Background: an optimization exercise with open tools, aiming at a short achievable clock period and few clock cycles. Do not read the settings as production practice.
The RTL was checked by simulation tests, not by an equivalence proof against the original design.
Power is estimated from default activity; no workload was simulated.

**flow/design.v**
```verilog
`timescale 1ns/1ps
module cacheWay (
    input  logic        CLK,
    input  logic        nRST,
    input  logic [2:0]  readIndex,
    input  logic [25:0] lookupTag,
    input  logic        opWe,           
    input  logic [2:0]  opIndex,
    input  logic        opWordSel,
    input  logic [31:0] opData,
    input  logic        opSetValid,     
    input  logic        opSetDirty,
    input  logic        opClearDirty,
    input  logic [25:0] opNewTag,
    output logic        frameValid,
    output logic        frameDirty,
    output logic [25:0] frameTag,
    output logic [63:0] frameWords,     
    output logic        hit
);
    logic [7:0] valid;
    logic [7:0] dirty;
    logic [25:0] tags [8];
    logic [63:0] data [8];
    always_ff @(posedge CLK, negedge nRST) begin
        if (!nRST) begin
            valid <= '0;
            dirty <= '0;
        end else begin
            if (opSetValid) begin
                valid[opIndex] <= 1'b1;
            end
            if (opSetDirty) begin
                dirty[opIndex] <= 1'b1;
            end else if (opClearDirty) begin
                dirty[opIndex] <= 1'b0;
            end
        end
    end
    always_ff @(posedge CLK) begin
        if (opWe) begin
            if (opWordSel) begin
                data[opIndex][63:32] <= opData;
            end else begin
                data[opIndex][31:0] <= opData;
            end
        end
        if (opSetValid) begin
            tags[opIndex] <= opNewTag;
        end
    end
    assign frameValid = valid[readIndex];
    assign frameDirty = dirty[readIndex];
    assign frameTag = tags[readIndex];
    assign frameWords = data[readIndex];
    assign hit = frameValid && (frameTag == lookupTag);
endmodule
`timescale 1ns/1ps
module wayReplace (
    input  logic        CLK,
    input  logic        nRST,
    input  logic [2:0]  readIndex,
    input  logic [1:0]  frameValid,
    input  logic [1:0]  frameDirty,
    input  logic [25:0] frameTag0,
    input  logic [25:0] frameTag1,
    input  logic [63:0] frameWords0,
    input  logic [63:0] frameWords1,
    input  logic [1:0]  hits,
    input  logic        wordSel,
    input  logic        touch,
    input  logic        touchWay,
    output logic        hitWay,
    output logic [31:0] hitWord,
    output logic        victimWay,
    output logic        victimValid,
    output logic        victimDirty,
    output logic [25:0] victimTag,
    output logic [63:0] victimWords
);
    logic [7:0] lru;  
    logic [63:0] hitWords;
    always_ff @(posedge CLK, negedge nRST) begin
        if (!nRST) begin
            lru <= '0;
        end else if (touch) begin
            lru[readIndex] <= ~touchWay;  
        end
    end
    assign hitWay = hits[1] & ~hits[0];
    assign hitWords = hitWay ? frameWords1 : frameWords0;
    assign hitWord = wordSel ? hitWords[63:32] : hitWords[31:0];
    assign victimWay = lru[readIndex];
    assign victimValid = frameValid[victimWay];
    assign victimDirty = frameDirty[victimWay];
    assign victimTag = victimWay ? frameTag1 : frameTag0;
    assign victimWords = victimWay ? frameWords1 : frameWords0;
endmodule
`timescale 1ns/1ps
module cacheController (
    input  logic        CLK,
    input  logic        nRST,
    input  logic        reqReadEn,
    input  logic        reqWriteEn,
    input  logic        reqHalt,
    input  logic [31:0] reqAddr,       
    input  logic [31:0] reqStore,
    output logic        respDhit,
    output logic        respFlushed,
    output logic [31:0] respLoad,
    output logic        memDREN,
    output logic        memDWEN,
    output logic [31:0] memAddr,
    output logic [31:0] memStore,
    input  logic        memDwait,
    input  logic [31:0] memLoad,
    output logic [2:0]  readIndex,
    output logic [25:0] lookupTag,
    output logic [1:0]  opWe,
    output logic [1:0]  opWordSel,
    output logic [31:0] opData0,
    output logic [31:0] opData1,
    output logic [1:0]  opSetValid,
    output logic [1:0]  opSetDirty,
    output logic [1:0]  opClearDirty,
    output logic [25:0] opNewTag0,
    output logic [25:0] opNewTag1,
    input  logic        hitWay,
    input  logic        victimWay,
    input  logic [1:0]  hits,
    input  logic [31:0] hitWord,
    input  logic        victimValid,
    input  logic        victimDirty,
    input  logic [25:0] victimTag,
    input  logic [63:0] victimWords,
    output logic        touch,
    output logic        touchWay,
    output logic        wordSel
);
    localparam logic [2:0] IDLE   = 3'd0;
    localparam logic [2:0] WB0    = 3'd1;
    localparam logic [2:0] WB1    = 3'd2;
    localparam logic [2:0] FETCH1 = 3'd3;
    localparam logic [2:0] FETCH2 = 3'd4;
    localparam logic [2:0] FLUSH  = 3'd5;
    localparam logic [2:0] DONE   = 3'd6;
    logic [2:0] state;
    logic [2:0] nextState;
    logic [31:0] missAddr;
    logic [31:0] missStore;
    logic missWrite;
    logic latchReq;
    logic flushMode;
    logic [3:0] sweepPtr;    
    logic [3:0] nextSweep;
    logic lastFrame;
    logic wbSel;
    logic fillSel;
    logic opWay;
    logic opWeX;
    logic opWordSelX;
    logic [31:0] opDataX;
    logic opSetValidX;
    logic opSetDirtyX;
    logic opClearDirtyX;
    logic [25:0] opNewTagX;
    always_ff @(posedge CLK, negedge nRST) begin
        if (!nRST) begin
            state <= IDLE;
            flushMode <= 1'b0;
            sweepPtr <= '0;
            missWrite <= 1'b0;
        end else begin
            state <= nextState;
            sweepPtr <= nextSweep;
            if (state == IDLE && reqHalt) begin
                flushMode <= 1'b1;
            end
            if (latchReq) begin
                missWrite <= reqWriteEn;
            end
        end
    end
    always_ff @(posedge CLK) begin
        if (latchReq) begin
            missAddr <= reqAddr;
            missStore <= reqStore;
        end
    end
    assign readIndex = (state == IDLE) ? reqAddr[5:3]
                     : flushMode ? sweepPtr[2:0] : missAddr[5:3];
    assign lookupTag = (state == IDLE) ? reqAddr[31:6] : missAddr[31:6];
    assign wordSel = (state == IDLE) ? reqAddr[2] : missAddr[2];
    assign lastFrame = (sweepPtr == 4'hF);
    assign wbSel = (state == WB1);
    assign fillSel = missAddr[2] ^ (state == FETCH2);  
    assign opWe         = {opWay & opWeX, ~opWay & opWeX};
    assign opWordSel    = {opWay & opWordSelX, ~opWay & opWordSelX};
    assign opData1      = opWay ? opDataX : 32'd0;
    assign opData0      = opWay ? 32'd0 : opDataX;
    assign opSetValid   = {opWay & opSetValidX, ~opWay & opSetValidX};
    assign opSetDirty   = {opWay & opSetDirtyX, ~opWay & opSetDirtyX};
    assign opClearDirty = {opWay & opClearDirtyX, ~opWay & opClearDirtyX};
    assign opNewTag1    = opWay ? opNewTagX : 26'd0;
    assign opNewTag0    = opWay ? 26'd0 : opNewTagX;
    always_comb begin
        nextState = state;
        nextSweep = sweepPtr;
        latchReq = 1'b0;
        touch = 1'b0;
        touchWay = hitWay;
        memDREN = 1'b0;
        memDWEN = 1'b0;
        memAddr = '0;
        memStore = '0;
        opWay = 1'b0;
        opWeX = 1'b0;
        opWordSelX = 1'b0;
        opDataX = '0;
        opSetValidX = 1'b0;
        opSetDirtyX = 1'b0;
        opClearDirtyX = 1'b0;
        opNewTagX = '0;
        respDhit = 1'b0;
        respFlushed = (state == DONE);
        respLoad = (state == FETCH2) ? (missAddr[2] ? victimWords[63:32] : victimWords[31:0])
                                     : hitWord;
        case (state)
            IDLE: begin
                if (reqHalt) begin
                    nextState = FLUSH;
                end else if (reqReadEn || reqWriteEn) begin
                    if (|hits) begin
                        respDhit = 1'b1;
                        touch = 1'b1;
                        if (reqWriteEn) begin
                            opWay = hitWay;
                            opWeX = 1'b1;
                            opWordSelX = reqAddr[2];
                            opDataX = reqStore;
                            opSetDirtyX = 1'b1;
                        end
                    end else begin
                        latchReq = 1'b1;
                        nextState = (victimValid && victimDirty) ? WB0 : FETCH1;
                    end
                end
            end
            WB0, WB1: begin
                memDWEN = 1'b1;
                memAddr = {victimTag, readIndex, wbSel, 2'b00};
                memStore = wbSel ? victimWords[63:32] : victimWords[31:0];
                if (!memDwait) begin
                    if (state == WB0) begin
                        nextState = WB1;
                    end else if (flushMode) begin
                        opWay = victimWay;
                        opClearDirtyX = 1'b1;
                        nextSweep = sweepPtr + 4'd1;
                        nextState = lastFrame ? DONE : FLUSH;
                    end else begin
                        nextState = FETCH1;
                    end
                end
            end
            FETCH1, FETCH2: begin
                memDREN = 1'b1;
                memAddr = {missAddr[31:3], fillSel, 2'b00};
                if (!memDwait) begin
                    opWay = victimWay;
                    opWeX = 1'b1;
                    opWordSelX = fillSel;
                    opDataX = memLoad;
                    if (state == FETCH1) begin
                        if (missWrite) begin
                            opDataX = missStore;  
                        end
                        nextState = FETCH2;
                    end else begin
                        opSetValidX = 1'b1;
                        opNewTagX = missAddr[31:6];
                        opSetDirtyX = missWrite;
                        opClearDirtyX = ~missWrite;
                        respDhit = 1'b1;
                        touch = 1'b1;
                        touchWay = victimWay;
                        nextState = IDLE;
                    end
                end
            end
            FLUSH: begin
                if (victimWay != sweepPtr[3]) begin
                    touch = 1'b1;
                    touchWay = ~sweepPtr[3];  
                end else if (victimValid && victimDirty) begin
                    nextState = WB0;
                end else begin
                    nextSweep = sweepPtr + 4'd1;
                    nextState = lastFrame ? DONE : FLUSH;
                end
            end
            DONE: begin
                nextState = DONE;  
            end
            default: begin
                nextState = IDLE;
            end
        endcase
    end
endmodule
`timescale 1ns/1ps
module dcache (
    input  logic        CLK,
    input  logic        nRST,
    input  logic        dp_readEn,
    input  logic        dp_writeEn,
    input  logic        dp_halt,
    input  logic [31:0] dp_addr,
    input  logic [31:0] dp_store,
    output logic        dp_dhit,
    output logic        dp_flushed,
    output logic [31:0] dp_load,
    output logic        mem_dREN,
    output logic        mem_dWEN,
    output logic [31:0] mem_addr,
    output logic [31:0] mem_store,
    input  logic        mem_dwait,
    input  logic [31:0] mem_load
);
    logic [2:0]  readIndex;
    logic [25:0] lookupTag;
    logic [1:0]  opWe;
    logic [1:0]  opWordSel;
    logic [31:0] opData0;
    logic [31:0] opData1;
    logic [1:0]  opSetValid;
    logic [1:0]  opSetDirty;
    logic [1:0]  opClearDirty;
    logic [25:0] opNewTag0;
    logic [25:0] opNewTag1;
    logic [1:0]  frameValid;
    logic [1:0]  frameDirty;
    logic [25:0] frameTag0;
    logic [25:0] frameTag1;
    logic [63:0] frameWords0;
    logic [63:0] frameWords1;
    logic [1:0]  hits;
    logic        hitWay;
    logic [31:0] hitWord;
    logic        victimWay;
    logic        victimValid;
    logic        victimDirty;
    logic [25:0] victimTag;
    logic [63:0] victimWords;
    logic        touch;
    logic        touchWay;
    logic        wordSel;
    cacheController ctrl0 (
        .CLK(CLK),
        .nRST(nRST),
        .reqReadEn(dp_readEn),
        .reqWriteEn(dp_writeEn),
        .reqHalt(dp_halt),
        .reqAddr(dp_addr),
        .reqStore(dp_store),
        .respDhit(dp_dhit),
        .respFlushed(dp_flushed),
        .respLoad(dp_load),
        .memDREN(mem_dREN),
        .memDWEN(mem_dWEN),
        .memAddr(mem_addr),
        .memStore(mem_store),
        .memDwait(mem_dwait),
        .memLoad(mem_load),
        .readIndex(readIndex),
        .lookupTag(lookupTag),
        .opWe(opWe),
        .opWordSel(opWordSel),
        .opData0(opData0),
        .opData1(opData1),
        .opSetValid(opSetValid),
        .opSetDirty(opSetDirty),
        .opClearDirty(opClearDirty),
        .opNewTag0(opNewTag0),
        .opNewTag1(opNewTag1),
        .hitWay(hitWay),
        .victimWay(victimWay),
        .hits(hits),
        .hitWord(hitWord),
        .victimValid(victimValid),
        .victimDirty(victimDirty),
        .victimTag(victimTag),
        .victimWords(victimWords),
        .touch(touch),
        .touchWay(touchWay),
        .wordSel(wordSel)
    );
    cacheWay way0 (
        .CLK(CLK),
        .nRST(nRST),
        .readIndex(readIndex),
        .lookupTag(lookupTag),
        .opWe(opWe[0]),
        .opIndex(readIndex),
        .opWordSel(opWordSel[0]),
        .opData(opData0),
        .opSetValid(opSetValid[0]),
        .opSetDirty(opSetDirty[0]),
        .opClearDirty(opClearDirty[0]),
        .opNewTag(opNewTag0),
        .frameValid(frameValid[0]),
        .frameDirty(frameDirty[0]),
        .frameTag(frameTag0),
        .frameWords(frameWords0),
        .hit(hits[0])
    );
    cacheWay way1 (
        .CLK(CLK),
        .nRST(nRST),
        .readIndex(readIndex),
        .lookupTag(lookupTag),
        .opWe(opWe[1]),
        .opIndex(readIndex),
        .opWordSel(opWordSel[1]),
        .opData(opData1),
        .opSetValid(opSetValid[1]),
        .opSetDirty(opSetDirty[1]),
        .opClearDirty(opClearDirty[1]),
        .opNewTag(opNewTag1),
        .frameValid(frameValid[1]),
        .frameDirty(frameDirty[1]),
        .frameTag(frameTag1),
        .frameWords(frameWords1),
        .hit(hits[1])
    );
    wayReplace repl0 (
        .CLK(CLK),
        .nRST(nRST),
        .readIndex(readIndex),
        .frameValid(frameValid),
        .frameDirty(frameDirty),
        .frameTag0(frameTag0),
        .frameTag1(frameTag1),
        .frameWords0(frameWords0),
        .frameWords1(frameWords1),
        .hits(hits),
        .wordSel(wordSel),
        .touch(touch),
        .touchWay(touchWay),
        .hitWay(hitWay),
        .hitWord(hitWord),
        .victimWay(victimWay),
        .victimValid(victimValid),
        .victimDirty(victimDirty),
        .victimTag(victimTag),
        .victimWords(victimWords)
    );
endmodule
```
**flow/constraint.sdc**
```tcl
create_clock -name core_clock -period 8.0 [get_ports {CLK}]
set_input_delay 1.6000 -clock core_clock [delete_from_list [all_inputs] [get_ports {CLK}]]
set_output_delay 1.6000 -clock core_clock [all_outputs]
set_load 0.01 [all_outputs]
```
**flow/config.mk**
```make
export PLATFORM = sky130hd
export DESIGN_NAME = dcache
export DESIGN_NICKNAME = dcache
export VERILOG_FILES = /design/flow/design.v
export SDC_FILE = /design/flow/constraint.sdc
export NUM_CORES = 4
export LEC_CHECK = 0
export CAP_MARGIN = 20
export CORE_MARGIN = 2
export CORE_UTILIZATION = 40
export SLEW_MARGIN = 20
```
**flow/run.sh**
```bash
#!/bin/bash
# synth_recipe.tcl (not shown) runs the flow's synth.tcl, then flattens the netlist and writes it again
# the make line also repeats each setting of config.mk as NAME=value (left out here)
make -C /OpenROAD-flow-scripts/flow DESIGN_CONFIG=/design/flow/config.mk WORK_HOME=/design/flow/orfs CLKGATE_MAP_FILE= SYNTH_SCRIPT=/design/flow/synth_recipe.tcl finish
```
==> flow_summary.toml <==
[floorplan]
start_util_pct = 40.4
core_um2 = 159000
die-area_um2 = 164000
rows = 146
die_w_um = 404
pin_count = 202
die_y_um = 404

[detailed_routing]
finalWirelength_um = 208000
drt_first_iter_violations = 5349
route.met2.wl_um = 94900
via_per_inst = 6.10
wl_met3_um = 20200
drtAntennaViolNets = 0
drtPass1Iterations = 6
wl_per_cell_um = 30.5
top_layer_used = "met5"
drc_errors = 0
num_vias = 41744
wl_met1_um = 85700

[critical_path]
worstPathMaxFanout = 6
critPathLaunchType = "input pin"
critPathKind = "input pin to primary output"
r2r_slack_ns = 1.54
reg2reg_to = "way0.data[3][47]"
rr_startpoint = "ctrl0.state[0]"
worstPathArrival_ns = 6.24
reg2regPathDepth = 16
cp.required_ns = 6.40
critPathCaptureType = "primary output"

[sta]
finalCritPeriodShare_pct = 98.0
fin_ws_ns = 0.157
worst_pin_slew_ns = 1.16
maxSlewHeadroom_pct = 22.8
max_freq_mhz = 128
finalClockSkew_ns = 0.0594
hold_violations = 0
rsz0062_at_grt = "no"
fin_crit_ns = 7.84
setup_viol = 0
slew_violations = 0

[power_and_ir_drop]
p_leak_nw = 26.6
peakVddDrop_v = 0.000377
p_per_area_nw_per_um2 = 440
report.power.total_mw = 33.9

[global_route]
grt_pass1_vias = 40012
antenna_found_initial = 7
grt_overflow_total = 0
grt_max_degree = 147
grt_usage_pct = 25.1
grt_pass1_wl_um = 295000

[clock_tree]
cts_tree = "built"
clk_pin_slew_ns = 0.06
cts-root-buf = "clkbuf_16"
h-tree-depth = 4
clkSinkCount = 1551
clk_path_buf_depth = 3
numCtsBuffers = 160
clock_latency_ns = 0.83
ctsHoldBuffers = 0

[synthesis]
netlist.area_leader.share_pct = 70.3
synth_area_um2 = 64200
ys_warn_count = 3
syn_avg_cell_area_um2 = 15.3
ys_ff_latch = 1551
synthCells = 4201
synthFlopType = "edfxtp_1"
seq_area_frac_synth_pct = 72.2
synth-async-reset-ratio_pct = 3.16
ys_top_cells_by_area = "edfxtp_1 (70%), a211oi_1 (3.8%), mux2i_1 (3.7%)"
yosysTopAreaCell = "edfxtp_1"
synth-edff-count = 1502
synth_cell_type_count = 84

[placed_design]
placed_area_um2 = 71500
gp_congestion = 0.895
hpwl_um = 127000
dp_slack_ns = -0.268
io_buffers = 197

[final_layout]
final_cell_mix = "edfxtp_1 (1502), buf_4 (336), a211oi_1 (320)"
diodes = 0
layout-drive-gt1-share_pct = 16.1
area_delta_synth_final_pct = 20.0
layout_commonest_cell = "edfxtp_1"
fin_nets = 4747
fin_util_pct = 48.5
final_area_um2 = 77000

[min_path]
worstHoldStart = "way1.valid[6]"
holdCritPathClass = "register to register"
hold_path_depth = 1
holdPathEnd = "way1.valid[6]"

[run]
cap_violations = 0

[status]
status = "complete, no violations"
[sequential cells by signal, indices dropped and copies added, names as in the netlist, named ones only]
signal / flops
ctrl0.state: 3
ctrl0.flushMode: 1
way1.data: 512
way0.tags: 208
ctrl0.sweepPtr: 4
way0.valid: 8
ctrl0.missStore: 32
way1.tags: 208
ctrl0.missWrite: 1
repl0.lru: 8
way1.valid: 8
way0.data: 512
ctrl0.missAddr: 30
[worst max path at each step]
stage               start         endpoint  slack [ns]  cells past startpoint
2_1_floorplan  dp_addr[3]  way0.data[0][0]       -0.37                     15
3_3_place_gp   dp_addr[3]      dp_load[23]       -0.28                     19
3_5_place_dp   dp_addr[4]      dp_load[23]       -0.27                     17
4_1_cts        dp_addr[3]      dp_load[20]      -0.002                     20
5_1_grt        dp_addr[5]      dp_load[20]       0.003                     17
6_report       dp_addr[5]      dp_load[20]        0.16                     18
[metrics by stage]
stage / hold WS, ns / std cells / setup TNS [ns]
4_1_cts: 0.468 / 6837 / -0.00237
3_5_place_dp: 0.446 / 6541 / -6.56
6_report: 0.478 / 6843 / 0
3_3_place_gp: 0.444 / 6540 / -6.46
5_1_grt: 0.472 / 6843 / 0
2_1_floorplan: 0.428 / 4202 / -23.63
[area by class of cell]
type                    instances  area, µm²
fillers                     13340      81800
flip-flops and latches       1551      46300
multi-input cells            2169      16400
repair buffers                597       5730
clock buffers                 194       4220
well taps                    2072       2590
clock inverters                99       1000
inverters                     160        627
repair inverters                1       8.76
[logic make-up (layout without fill, tap and decap cells)]
group,Yosys count,count (layout),share of synthesized area (%)
AOI/OAI and AO/OA,1196,1196,14.3
xor gates and xnor gates,56,56,0.765
adders and majority gates,5,5,0.0975
buffers and inverters,482,1051,3.30
DFF,1551,1551,72.2
muxes,247,247,3.90
other,1,2,0.00585
and+or+nand+nor,663,663,5.40
[repair_timing]
action	CTS	global route
gates cloned	1	1
pin swaps	2	2
endpoints found under the setup margin	32	35
gates resized for setup	12	11
setup buffers	2	3
[power by group]
group | leakage, nW | internal [mW] | switching (mW) | total, mW
Combinational | 8.94 | 6.56 | 10.3 | 16.9
Clock | 2.53 | 4.18 | 3.21 | 7.39
Sequential | 15.1 | 9.45 | 0.139 | 9.59
Total | 26.6 | 20.2 | 13.7 | 33.9
[cell usage after synthesis, types with 11 or more instances]
cell,count
nor3_1,31
dfrtp_1,49
o21ai_0,35
edfxtp_1,1502
a2111oi_2,11
a211oi_1,321
nand2b_1,15
a21oi_1,173
o211ai_1,13
o22ai_1,32
nor2b_1,34
a21o_1,24
and3_1,77
a31oi_1,14
o21bai_1,16
and4_1,32
inv_1,157
buf_2,43
a221oi_1,114
a2111oi_1,25
a21boi_0,14
xnor2_1,49
nor2_1,111
buf_4,25
clkbuf_1,195
a22o_1,73
nor4b_2,11
a222oi_1,81
buf_6,19
o211a_1,18
mux2i_1,237
nand2_1,246
nor4_1,24
a22oi_1,166
buf_1,38
and2_1,32
[critical path, cell delays in order]
cell,delay [ns]
clkdlybuf4s50_1,0.52
inv_1,0.23
buf_4,0.20
nor2_1,0.06
buf_4,0.16
a32oi_2,0.57
o22ai_1,0.18
or4_1,0.49
xor2_1,0.34
nor3_4,0.08
a311oi_4,0.36
buf_12,0.17
buf_4,0.15
buf_12,0.14
mux2i_1,0.08
a21oi_1,0.18
buf_4,0.16
clkdlybuf4s50_1,0.55
[metal layers]
layer	global-route usage, %	vias to the layer above
li1	-	17768
met1	35.4	21546
met2	38.5	2111
met3	5.36	307
met4	8.79	12
met5	0	-
Testbench counts, summed over its fixed seeds: cycles 32,535.

==> port drivers added, routing unchanged <==
The flow's constraints put no driver on any port. The routed layout listed below was extracted and timed again, unchanged, in two steps. Step 1 (the two cells are an assumption about what drives the block):
set clk [get_ports {CLK}]
set_driving_cell -lib_cell sky130_fd_sc_hd__clkbuf_16 $clk
set_driving_cell -lib_cell sky130_fd_sc_hd__buf_2 [delete_from_list [all_inputs] $clk]
Step 2 also shifts input and output timing later by t, the mid clock arrival at the registers, as if the neighbouring blocks saw the same clock. a / b / c = ideal ports / drivers / drivers and shift; a / b = the first two.
t, ns: 0.885
setup slack, ns: 0.157 / 0.107 / 0.107
pins driven straight from the clock port: 1
After both steps setup and hold are still met in this run. For this run, drivers alone change the setup slack by -0.050 ns; drivers and shift together by -0.050 ns.
